Context: an optimization exercise on an open-source flow, tuned for small area and a short achievable clock period. The choices shown serve that exercise and are no tape-out recipe.
The RTL was checked by simulation tests, not by an equivalence proof against the original design.
No activity file was given, so power comes from the tool's default toggle rates.

job 101:
## rvDatapath
module rvDatapath #(
  parameter int                         MEM_WORDS = 64,
  parameter logic [rvCorePkg::XLEN-1:0] RESET_PC  = '0
) (
  input  logic                       clk,
  input  logic                       rst,
  input  logic [rvCorePkg::XLEN-1:0] ins,
  input  logic [2:0]                 aluOp,
  input  logic                       aluSrc,     
  input  logic                       memRead,
  input  logic                       memWrite,
  input  logic                       memToReg,   
  input  logic                       regWrite,
  input  logic                       branch,
  input  logic                       jump,
  output logic [rvCorePkg::XLEN-1:0] pc,
  output logic [rvCorePkg::XLEN-1:0] aluResult,
  output logic                       zero,
  output logic [rvCorePkg::XLEN-1:0] wbData
);
Settings: LEC_CHECK=0, CAP_MARGIN=10, CELL_PAD_IN_SITES_DETAIL_PLACEMENT=1, CELL_PAD_IN_SITES_GLOBAL_PLACEMENT=2, CORE_MARGIN=2, CORE_UTILIZATION=48, GPL_TIMING_DRIVEN=0, PLACE_DENSITY=0.58, SETUP_SLACK_MARGIN=2.0, SLEW_MARGIN=10, SYNTH_HIERARCHICAL=1; clock period 12.5 ns.
standard.sh (not shown) runs the stock make flow with config.mk's settings and CLKGATE_MAP_FILE= SYNTH_SCRIPT=/design/flow/synth_recipe.tcl, a recipe that flattens the netlist after the stock synthesis.
==> flow/flow/run.sh <==
#!/bin/bash
# Standard layout with three changes, set through the ORFS variables the
# standard scripts read:
# - plain buf_4 port buffers in place of the delay buffers picked by default
# - clock tree from clkbuf_8 with no dummy loads, sinks clustered by 16
set -euo pipefail
export BUFFER_PORTS_ARGS="-buffer_cell sky130_fd_sc_hd__buf_4"
export CTS_ARGS="-sink_clustering_enable -repair_clock_nets -dont_use_dummy_load -buf_list sky130_fd_sc_hd__clkbuf_8 -sink_clustering_size 16 -sink_clustering_max_diameter 50"
bash standard.sh finish > make_finish.log 2>&1
Job 101 has completed all stages; timing, DRC and antenna checks passed.
The inputs of job 102 differ from those of job 101 as listed below.
--- a/flow/config.mk
+++ b/flow/config.mk
@@ -12 +12 @@
-export CORE_UTILIZATION = 48
+export CORE_UTILIZATION = 35
@@ -14,2 +14,2 @@
-export PLACE_DENSITY = 0.58
-export SETUP_SLACK_MARGIN = 2.0
+export PLACE_DENSITY = 0.45
+export SETUP_SLACK_MARGIN = 0.5
Of job 101 and job 102, the run reporting the lower routed length on met2 was job 101.
Die area | job 102 > job 101
In job 102, net switching power of the design is lower than in job 101.
Post-route worst setup slack deteriorates in job 102 relative to job 101.
For job 102, the capturing instance or port of the critical path was wbData[7], unlike job 101, where it was wbData[1].
The flow did not stop early for job 102: all stages ran, and the layout cleared the timing, DRC and antenna checks.
Of job 101 and job 102, the run reporting the lower slack of the worst reg-to-reg path was job 102.
> inputs changed (job 102 -> job 103)
--- a/flow/config.mk
+++ b/flow/config.mk
@@ -15 +15 @@
-export SETUP_SLACK_MARGIN = 0.5
+export SETUP_SLACK_MARGIN = 2.0
## What came out
Job 102 → job 103: power saw an increase; transition time at the pin with the least slew margin shrank by 30 ps. [compare] base=job 102 new=job 103: number of antenna violations at the first check in global routing went down 10; post-route cell area now larger; met1 track demand over resource in global routing +0.65 points; count of cells along the worst register-to-register path climbed 3; largest net degree at the start of global routing held steady. Looking at worst setup path startpoint, the ins[23] result is from job 103; the ins[21] one comes from job 102. Job 103: setup slack 950 ps above job 102.

---

rvDatapath, a different RTL version from the one above (not shown whole).
Size in the first run: ~0.13 mm2 of cells after synthesis.
clock: 12.5 ns
lec_check: 0
cap_margin: 10
cell_pad_in_sites_detail_placement: 1
cell_pad_in_sites_global_placement: 2
core_margin: 2
core_utilization: 48
gpl_timing_driven: 0
place_density: 0.58
setup_slack_margin: 3.0
slew_margin: 10
synth_hierarchical: 1
Scripts as last shown in full above: flow/flow/run.sh
The baseline ran to the end with violations: max-capacitance violations, max-slew violations.
Rerun with:
--- a/flow/config.mk
+++ b/flow/config.mk
@@ -12 +12 @@
-export CORE_UTILIZATION = 48
+export CORE_UTILIZATION = 41
@@ -14,2 +14,2 @@
-export PLACE_DENSITY = 0.58
-export SETUP_SLACK_MARGIN = 3.0
+export PLACE_DENSITY = 0.52
+export SETUP_SLACK_MARGIN = 2.2
Result: With this change the flow finished clean. Via count falls by about 2%. Design area rises by about 1%. Worst setup slack gets better by 0.024 ns. Cell count rises by 4.8%. Total power rises by 0.89%.
Rerun with:
--- a/flow/config.mk
+++ b/flow/config.mk
@@ -12 +12 @@
-export CORE_UTILIZATION = 41
+export CORE_UTILIZATION = 48
@@ -14,2 +14,2 @@
-export PLACE_DENSITY = 0.52
-export SETUP_SLACK_MARGIN = 2.2
+export PLACE_DENSITY = 0.58
+export SETUP_SLACK_MARGIN = 2.0
Outcome: The changed run ran to the end with no violations; clock skew goes down by 0.028 ns; utilization rose by 7.7 points; setup slack degrades by 0.096 ns; total power decreases by 1.7%; global-route usage came out higher by 5.7 points; area after synthesis is unchanged; sequential power barely changes; final cell count shrinks by 5.2%; wire length came out higher by 0.58%; final area went down by 1.6%.

---

rvDatapath again, from the RTL that the note above started with.
Design rvDatapath, start of the top module:
module rvDatapath #(
  parameter int                         MEM_WORDS = 64,
  parameter logic [rvCorePkg::XLEN-1:0] RESET_PC  = '0
) (
  input  logic                       clk,
  input  logic                       rst,
  input  logic [rvCorePkg::XLEN-1:0] ins,
  input  logic [2:0]                 aluOp,
  input  logic                       aluSrc,     
  input  logic                       memRead,
  input  logic                       memWrite,
  input  logic                       memToReg,   
  input  logic                       regWrite,
  input  logic                       branch,
  input  logic                       jump,
  output logic [rvCorePkg::XLEN-1:0] pc,
  output logic [rvCorePkg::XLEN-1:0] aluResult,
  output logic                       zero,
  output logic [rvCorePkg::XLEN-1:0] wbData
);
Settings: LEC_CHECK=0, CAP_MARGIN=0, CELL_PAD_IN_SITES_DETAIL_PLACEMENT=1, CELL_PAD_IN_SITES_GLOBAL_PLACEMENT=2, CORE_MARGIN=2, CORE_UTILIZATION=48, GPL_TIMING_DRIVEN=0, PLACE_DENSITY=0.58, SETUP_SLACK_MARGIN=2.5, SLEW_MARGIN=0, SYNTH_HIERARCHICAL=1; clock period 12.5 ns.
Scripts as last shown in full above: flow/flow/run.sh
The starting point produced a layout that fails on max-capacitance violations, max-slew violations.
Edit:
==> flow/config.mk (replaced) <==
export PLATFORM = sky130hd
export DESIGN_NAME = rvDatapath
export DESIGN_NICKNAME = rvDatapath
export VERILOG_FILES = /design/flow/design.v
export SDC_FILE = /design/flow/constraint.sdc
export NUM_CORES = 4
export LEC_CHECK = 0
export CAP_MARGIN = 10
export CELL_PAD_IN_SITES_DETAIL_PLACEMENT = 1
export CELL_PAD_IN_SITES_GLOBAL_PLACEMENT = 2
export CORE_MARGIN = 2
export CORE_UTILIZATION = 35
export GPL_TIMING_DRIVEN = 0
export PLACE_DENSITY = 0.45
export SETUP_SLACK_MARGIN = 2.0
export SLEW_MARGIN = 10
export SYNTH_HIERARCHICAL = 1
Effect:
- The changed run went through all stages and came out clean
- wire length went up by 8.7%
- flip-flop and latch count stays the same
- clock skew came out lower by 45 ps
- synthesized cell count is unchanged
- combinational power increases by about 3%
- die area rose by about 37%
- via count goes down by about 4%
- first-iteration DRC count went down by about 37%
- non-clock buffer count is higher by 183
- total power grows by about 4%

[afterwards: timing with drivers on the ports]
In the flow no input, the clock included, has a driving cell. The finished layouts below were timed again as built, in two steps. Step 1, drivers: a clkbuf_16 drives clk and a buf_2 each remaining input, both assumed. Step 2 also shifts input and output timing later by t, the mid clock arrival at the registers, as if the neighbouring blocks saw the same clock. a / b / c = ideal / step 1 / step 2; a / b = the first two.
| run | t (ns) | setup slack, ns | worst setup path after step 2 | latest minus earliest clock arrival (ns) | slew violations | max-capacitance violations |
|---|---|---|---|---|---|---|
| job 101 | 1.202 | 1.482 / 1.330 / 1.330 | input to output | 0.145 / 0.145 | 0 / 0 | 0 / 0 |
| job 102 | 1.183 | 0.355 / 0.258 / 0.258 | input to output | 0.178 / 0.179 | 0 / 0 | 0 / 0 |
| job 103 | 1.169 | 1.303 / 1.138 / 1.138 | input to output | 0.199 / 0.198 | 0 / 0 | 0 / 0 |
| the first run of note 2 | 1.097 | 1.612 / 1.504 / 1.504 | input to output | 0.150 / 0.150 | 11 / 11 | 1 / 1 |
| the second run of note 2 | 1.167 | 1.636 / 1.519 / 1.519 | input to output | 0.151 / 0.151 | 0 / 0 | 0 / 0 |
| the third run of note 2 | 1.181 | 1.540 / 1.415 / 1.415 | input to output | 0.138 / 0.138 | 0 / 54 | 0 / 1 |
| the first run of note 3 | 1.139 | 1.806 / 1.695 / 1.695 | input to output | 0.169 / 0.169 | 32 / 32 | 1 / 1 |
| the second run of note 3 | 1.191 | 1.728 / 1.612 / 1.612 | input to output | 0.124 / 0.124 | 0 / 0 | 0 / 0 |
With drivers on, slew violations rise in the third run of note 2. With drivers on, capacitance violations rise in the third run of note 2. For job 103, which loses most, drivers alone change the setup slack by -0.165 ns; drivers and shift together by -0.165 ns.
